From an optimization exercise on the open Yosys and OpenROAD flow, aimed at small area; shortcuts taken in it are not production practice. The RTL was checked by simulation tests, not by an equivalence proof against the original design. Power and IR drop assume default switching activity.

## run.sh

```bash
#!/bin/bash
# synth_recipe.tcl (not shown) runs the flow's synth.tcl, then flattens the netlist and writes it again
# the make line also repeats each setting of config.mk as NAME=value (left out here)
make -C /OpenROAD-flow-scripts/flow DESIGN_CONFIG=/design/flow/config.mk WORK_HOME=/design/flow/orfs CLKGATE_MAP_FILE= SYNTH_SCRIPT=/design/flow/synth_recipe.tcl finish
```

## config.mk

```make
export PLATFORM = sky130hd
export DESIGN_NAME = victim_buffer_ctrl
export DESIGN_NICKNAME = victim_buffer_ctrl
export VERILOG_FILES = /design/flow/design.v
export SDC_FILE = /design/flow/constraint.sdc
export NUM_CORES = 4
export LEC_CHECK = 0
export CAP_MARGIN = 30
export CORE_MARGIN = 2
export CORE_UTILIZATION = 40
export SLEW_MARGIN = 40
```

## constraint.sdc

```tcl
create_clock -name core_clock -period 6.0 [get_ports {clk}]
set_input_delay 1.2000 -clock core_clock [delete_from_list [all_inputs] [get_ports {clk}]]
set_output_delay 1.2000 -clock core_clock [all_outputs]
set_load 0.01 [all_outputs]
```

## design.v

```verilog
package victim_buffer_pkg;
   localparam int SIZE = 4;
   localparam int TAG_W = 28;
   localparam int DATA_W = 256;
   typedef enum logic {IDLE, EVICT} vb_state_e;
   typedef struct packed {
      logic              valid;
      logic              dirty;
      logic [TAG_W-1:0]  tag;
      logic [DATA_W-1:0] data;
   } entry_t;
endpackage
module vb_first_one #(parameter int W = 4) (
   input  logic [W-1:0] req_i,
   output logic [W-1:0] onehot_o,
   output logic         any_o
);
   assign onehot_o = req_i & (~req_i + W'(1));
   assign any_o = |req_i;
endmodule
module victim_buffer_ctrl (
   input  logic              clk,
   input  logic              reset,
   input  logic              lookup_valid,
   output logic              lookup_ready,
   input  logic [victim_buffer_pkg::TAG_W-1:0]  lookup_tag,
   output logic              resp_valid,
   output logic              resp_hit,
   output logic              resp_dirty,
   output logic [victim_buffer_pkg::DATA_W-1:0] resp_data,
   input  logic              insert_valid,
   output logic              insert_ready,
   input  logic [victim_buffer_pkg::TAG_W-1:0]  insert_tag,
   input  logic [victim_buffer_pkg::DATA_W-1:0] insert_data,
   input  logic              insert_dirty,
   output logic              evict_valid,
   input  logic              evict_ready,
   output logic [victim_buffer_pkg::TAG_W-1:0]  evict_tag,
   output logic [victim_buffer_pkg::DATA_W-1:0] evict_data,
   input  logic [victim_buffer_pkg::SIZE-1:0]   lru_in,
   output logic [victim_buffer_pkg::SIZE-1:0]   usage_out,
   output logic              update_usage_out
);
   victim_buffer_pkg::vb_state_e         state_q;
   logic [victim_buffer_pkg::SIZE-1:0]   valid_q, dirty_q, hold_oh_q;
   logic [victim_buffer_pkg::TAG_W-1:0]  tag_q [victim_buffer_pkg::SIZE];
   logic [victim_buffer_pkg::DATA_W-1:0] data_q [victim_buffer_pkg::SIZE];
   victim_buffer_pkg::entry_t            hold_q;
   logic              idle, lk_acc, ins_acc, free_any, lru_any, match_any, go_evict;
   logic [victim_buffer_pkg::SIZE-1:0]   hit_oh, match_oh, post_valid, post_dirty, free_oh, lru_oh, lru_sel, slot_oh, dirty_new;
   logic [victim_buffer_pkg::TAG_W-1:0]  vic_tag;
   logic [victim_buffer_pkg::DATA_W-1:0] vic_data, hit_data;
   assign idle = state_q == victim_buffer_pkg::IDLE;
   assign lookup_ready = idle;
   assign insert_ready = idle;
   assign lk_acc = lookup_valid && idle;
   assign ins_acc = insert_valid && idle;
   assign post_valid = valid_q & ~hit_oh;
   assign post_dirty = dirty_q & ~hit_oh;
   vb_first_one #(.W(victim_buffer_pkg::SIZE)) u_free (.req_i(~post_valid), .onehot_o(free_oh), .any_o(free_any));
   vb_first_one #(.W(victim_buffer_pkg::SIZE)) u_lru (.req_i(lru_in), .onehot_o(lru_oh), .any_o(lru_any));
   assign lru_sel = lru_any ? lru_oh : victim_buffer_pkg::SIZE'(1);
   assign match_any = |match_oh;
   assign slot_oh = match_any ? match_oh : free_any ? free_oh : lru_sel;
   assign go_evict = ins_acc && !match_any && !free_any && |(lru_sel & dirty_q);
   assign dirty_new = (match_any ? post_dirty : post_dirty & ~slot_oh) | (insert_dirty ? slot_oh : '0);
   always_comb begin
      hit_oh = '0;
      match_oh = '0;
      hit_data = '0;
      vic_tag = '0;
      vic_data = '0;
      for (int i = 0; i < victim_buffer_pkg::SIZE; i++) begin
         hit_oh[i] = lk_acc && valid_q[i] && tag_q[i] == lookup_tag;
         match_oh[i] = valid_q[i] && !hit_oh[i] && tag_q[i] == insert_tag;
         hit_data = hit_data | (hit_oh[i] ? data_q[i] : '0);
         vic_tag = vic_tag | (lru_sel[i] ? tag_q[i] : '0);
         vic_data = vic_data | (lru_sel[i] ? data_q[i] : '0);
      end
   end
   always_ff @(posedge clk or posedge reset)
      if (reset) begin
         state_q <= victim_buffer_pkg::IDLE;
         valid_q <= '0;
         dirty_q <= '0;
         resp_valid <= 1'b0;
         resp_hit <= 1'b0;
         resp_dirty <= 1'b0;
         resp_data <= '0;
         evict_valid <= 1'b0;
         evict_tag <= '0;
         evict_data <= '0;
         usage_out <= '0;
         update_usage_out <= 1'b0;
      end else begin
         resp_valid <= lk_acc;
         resp_hit <= |hit_oh;
         resp_dirty <= |(hit_oh & dirty_q);
         resp_data <= hit_data;
         update_usage_out <= 1'b0;
         if (idle) begin
            valid_q <= post_valid;
            dirty_q <= post_dirty;
            if (go_evict) begin
               state_q <= victim_buffer_pkg::EVICT;
               evict_valid <= 1'b1;
               evict_tag <= vic_tag;
               evict_data <= vic_data;
            end else if (ins_acc) begin
               valid_q <= post_valid | slot_oh;
               dirty_q <= dirty_new;
               usage_out <= slot_oh;
               update_usage_out <= 1'b1;
            end
         end else if (evict_ready) begin
            state_q <= victim_buffer_pkg::IDLE;
            valid_q <= valid_q | hold_oh_q;
            dirty_q <= (dirty_q & ~hold_oh_q) | (hold_q.dirty ? hold_oh_q : '0);
            evict_valid <= 1'b0;
            usage_out <= hold_oh_q;
            update_usage_out <= 1'b1;
         end
      end
   always_ff @(posedge clk) begin
      if (go_evict) begin
         hold_q <= {1'b1, insert_dirty, insert_tag, insert_data};
         hold_oh_q <= lru_sel;
      end
      for (int i = 0; i < victim_buffer_pkg::SIZE; i++)
         if (ins_acc && !go_evict && slot_oh[i]) begin
            tag_q[i] <= insert_tag;
            data_q[i] <= insert_data;
         end else if (!idle && evict_ready && hold_oh_q[i]) begin
            tag_q[i] <= hold_q.tag;
            data_q[i] <= hold_q.data;
         end
   end
endmodule
```

==> run notes <==
==> logic make-up after synthesis <==
logic type                synth area share (%)
AOI/OAI and AO/OA                         10.3
xor gates and xnor gates                  2.27
buffers and inverters                     2.49
DFF                                       65.7
muxes                                     14.8
and+or+nand+nor                           4.48
==> final cells by class <==
cell class	count	area [µm²]
fillers	18100	108000
flip-flops and latches	1983	56800
multi-input cells	3444	27600
repair buffers	1095	12000
clock buffers	323	6120
well taps	2838	3550
clock inverters	73	757
diodes	36	90.1
inverters	8	41.3
==> cells in the mapped netlist (2+ instances only) <==
cell	number
o211a_1	3
o311a_1	2
buf_2	104
nor3_1	3
inv_1	7
a22o_1	2
o2bb2ai_1	2
nand2_1	555
a31oi_1	286
dfrtp_1	558
a22oi_1	514
a21o_1	5
mux2_2	329
nor3b_1	3
nor4_1	36
nand4_1	30
nand3_1	6
o21ai_0	4
xnor2_1	98
clkbuf_1	291
buf_1	15
or4_1	4
xor2_1	126
a221o_1	4
and2_1	3
mux2_1	807
edfxtp_1	1425
buf_6	3
nor2b_1	7
a21oi_1	10
a222oi_1	284
buf_4	56
a41oi_1	2
a211oi_1	5
nor2_1	293
==> worst max path at each step <==
stage	from	end	slack, ns	cells after the start
2_1_floorplan	reset	asynchronous set/reset pin	-2.80	1
3_3_place_gp	lookup_tag[23]	data_q[3][211]	0.24	11
3_5_place_dp	lookup_valid	data_q[3][233]	0.21	11
4_1_cts	lookup_valid	data_q[3][207]	1.13	11
5_1_grt	lookup_valid	data_q[3][218]	0.88	11
6_report	lookup_valid	data_q[3][207]	0.98	13
==> layer usage <==
metal / up-vias / global-route usage (%)
met1: 30000 / 34.3
met2: 2999 / 41.4
li1: 24900 / -
met5: - / 0
met4: 20 / 12.1
met3: 482 / 3.96
==> registers in the layout, summed over array words and instances (netlist names), 28 cells and up, named ones only <==
| name | cells |
|---|---|
| hold_q | 285 |
| evict_tag | 28 |
| data_q | 1024 |
| evict_data | 256 |
| tag_q | 112 |
| resp_data | 256 |
==> critical path: stages <==
cell,delay (ns)
clkdlybuf4s50_1,0.48
nor2b_1,0.47
nand3_1,0.23
nor4_1,0.43
buf_4,0.21
a211oi_1,0.09
buf_4,0.18
a2111oi_4,0.60
a31oi_2,0.22
nor3_4,0.46
buf_12,0.26
buf_4,0.35
mux2_1,0.37
==> per-stage QoR <==
step | cells | power [µW] | worst slack (ns) | instance area (µm²)
5_1_grt | 9796 | 42300 | 0.877 | 107000
3_5_place_dp | 9366 | 28000 | 0.210 | 99900
2_1_floorplan | 5904 | 23000 | -2.80 | 86500
4_1_cts | 9762 | 41000 | 1.13 | 107000
3_3_place_gp | 9356 | 27900 | 0.243 | 99600
6_report | 9800 | 40700 | 0.976 | 107000
==> where the power goes <==
part | switching (µW) | total (µW) | internal [µW]
combinational | 4300 | 8250 | 3950
sequential | 1970 | 19600 | 17600
clock | 5530 | 12900 | 7410
total | 11800 | 40700 | 28900
==> summary.txt <==
Run status
  • Status: timing/DRC/antenna clean

Yosys
  • Post-Syn Nets: ~6200
  • Sequential fraction of the synthesis area: roughly two thirds
  • Mapped Cells: about 5900
  • Yosys reg bits: between 1500 and 2000
  • Synth top area share: 49.5%
  • Yosys cell types: 57
  • Asr flop ratio synth: about 28%
  • Ys flop type: edfxtp_1
  • Number of synthesized flops with an enable pin: between 1000 and 1500
  • Largest area contributor in the netlist: edfxtp_1
  • Total number of yosys warnings: 3
  • Cell Area, Synth: ~86000 µm²
  • Synthesized area per cell: around 15 µm²
  • Area contributors post-synth: edfxtp_1 50%, dfrtp_1 16%, mux2_1 11%

Run
  • Number of max-cap violations: 0

Layout
  • Layout cell share with drive strength beyond 1: 12.7%
  • Layout Nets: 7062
  • Final Core Density: about 50%
  • Most frequent cells in the layout: 1425 x edfxtp_1, 872 x clkdlybuf4s50_1, 807 x mux2_1
  • Most common cell after layout, fill and taps aside: edfxtp_1
  • Area Growth Syn to Fin: 23.7%

Drt
  • Met3 WL post-DR: around 23000 µm
  • DR top layer: met5
  • Vias: between 50000 and 60000
  • DRC: 0
  • Routed Antenna Nets: 0
  • Avg WL per Cell: roughly 30 µm
  • Post-DR vias/cell: approximately 6
  • Met2 routed WL: 141000 µm
  • Routed metal-1 wire length: 117000 µm
  • Final WL: between 200000 and 300000 µm
  • Drt pass-1 iters: 10
  • Starting DRT DRC Count: about 7800

Worst setup path
  • Worst R2R End: data_q[3][207]
  • CP Max Fanout: 18
  • Critical path required time: ~6.6 ns
  • Worst Path Arrival: 5.61 ns
  • Setup slack, reg-to-reg: between 1 and 1.5 ns
  • Worst setup path category: in -> reg
  • Cells on worst reg2reg path: 12
  • Critical Path End Type: register
  • Reg2Reg Launch Point: state_q
  • Crit path launch type: input pin

Floorplanning
  • Die width: between 400 and 500 µm
  • Initial core utilization: approximately two fifths
  • # rows: 170
  • Die Y: around 470 µm
  • Placeable core area: around 210000 µm²
  • Die area: 220000 µm²
  • IO Count: 873

Clock network
  • Sink Count: 1983
  • CTS H-tree depth: 4
  • # hold bufs at CTS: 0
  • CTS tree: done
  • CTS root buf: clkbuf_16
  • Num CTS Buffers: between 200 and 250
  • Clock slew at reported path FFs: 0.06 ns
  • Post-CTS setup repair buffer count: 0
  • Worst skew pair latency: 0.87 ns
  • CTS Buffer Depth: 3
  • Resized Gates After CTS: 0

Placed design
  • Port buffer count: 872
  • Detailed Place HPWL: ~180000 µm
  • RD Place Congestion: between 0.9 and 1

STA
  • RSZ-0062 raised after global routing: false
  • Fin. max-slew vios: 0
  • Worst slew margin: 36.9%
  • Hold_ws: about 0.46 ns
  • Final setup viols: 0
  • Tmin final: 5.02 ns
  • Tcrit/Tclk final: about 84%
  • Worst Max-Slew Pin Slew: around 0.95 ns
  • F_max: 199 MHz
  • Setup_tns: 0 ns
  • Clock skew: just under 0.07 ns
  • Fin. Hold Viols: 0

Global routing
  • GR Overflow Total: 0
  • Initial antenna violation count: between 40 and 50
  • First-pass GRT wire length: roughly 420000 µm
  • Largest net degree at the start of global routing: 141
  • Vias in the first global route: 57700
  • Global Route Usage Sum: 25.8%

Power and ir drop
  • Max IR drop VDD: roughly 0.32 mV
  • Power Density: between 300 and 400 nW/µm²
  • Pleak: 0.0381 µW

Min path
  • Hold depth: 2
  • Hold endpoint: resp_data[255]
  • Hold_sp: data_q[2][255]
  • HP Class: reg -> reg

port drivers added, routing unchanged:
The results above use ideal ports. As a check the final layout listed here was re-extracted and re-timed, cells and wires unchanged. Step 1 (the two cells are an assumption about what drives the block):
set clk [get_ports {clk}]
set_driving_cell -lib_cell sky130_fd_sc_hd__clkbuf_16 $clk
set_driving_cell -lib_cell sky130_fd_sc_hd__buf_2 [delete_from_list [all_inputs] $clk]
Step 2, shift: input delay + t, output delay - t, t = (earliest + latest rising clock arrival at the registers) / 2. This alone moves slack from input paths to output paths. a / b / c = ideal / step 1 / step 2; a / b = the first two.
t, ns: 0.933
setup slack, ns: 0.976 / 1.034 / 0.107
worst hold slack (ns): 0.462 / 0.462 / 0.462
latest minus earliest clock arrival (ns): 0.070 / 0.069
pins driven straight from the clock port: 1
After both steps this run still meets setup and hold. For this run, drivers alone change the setup slack by +0.058 ns; drivers and shift together by -0.869 ns.
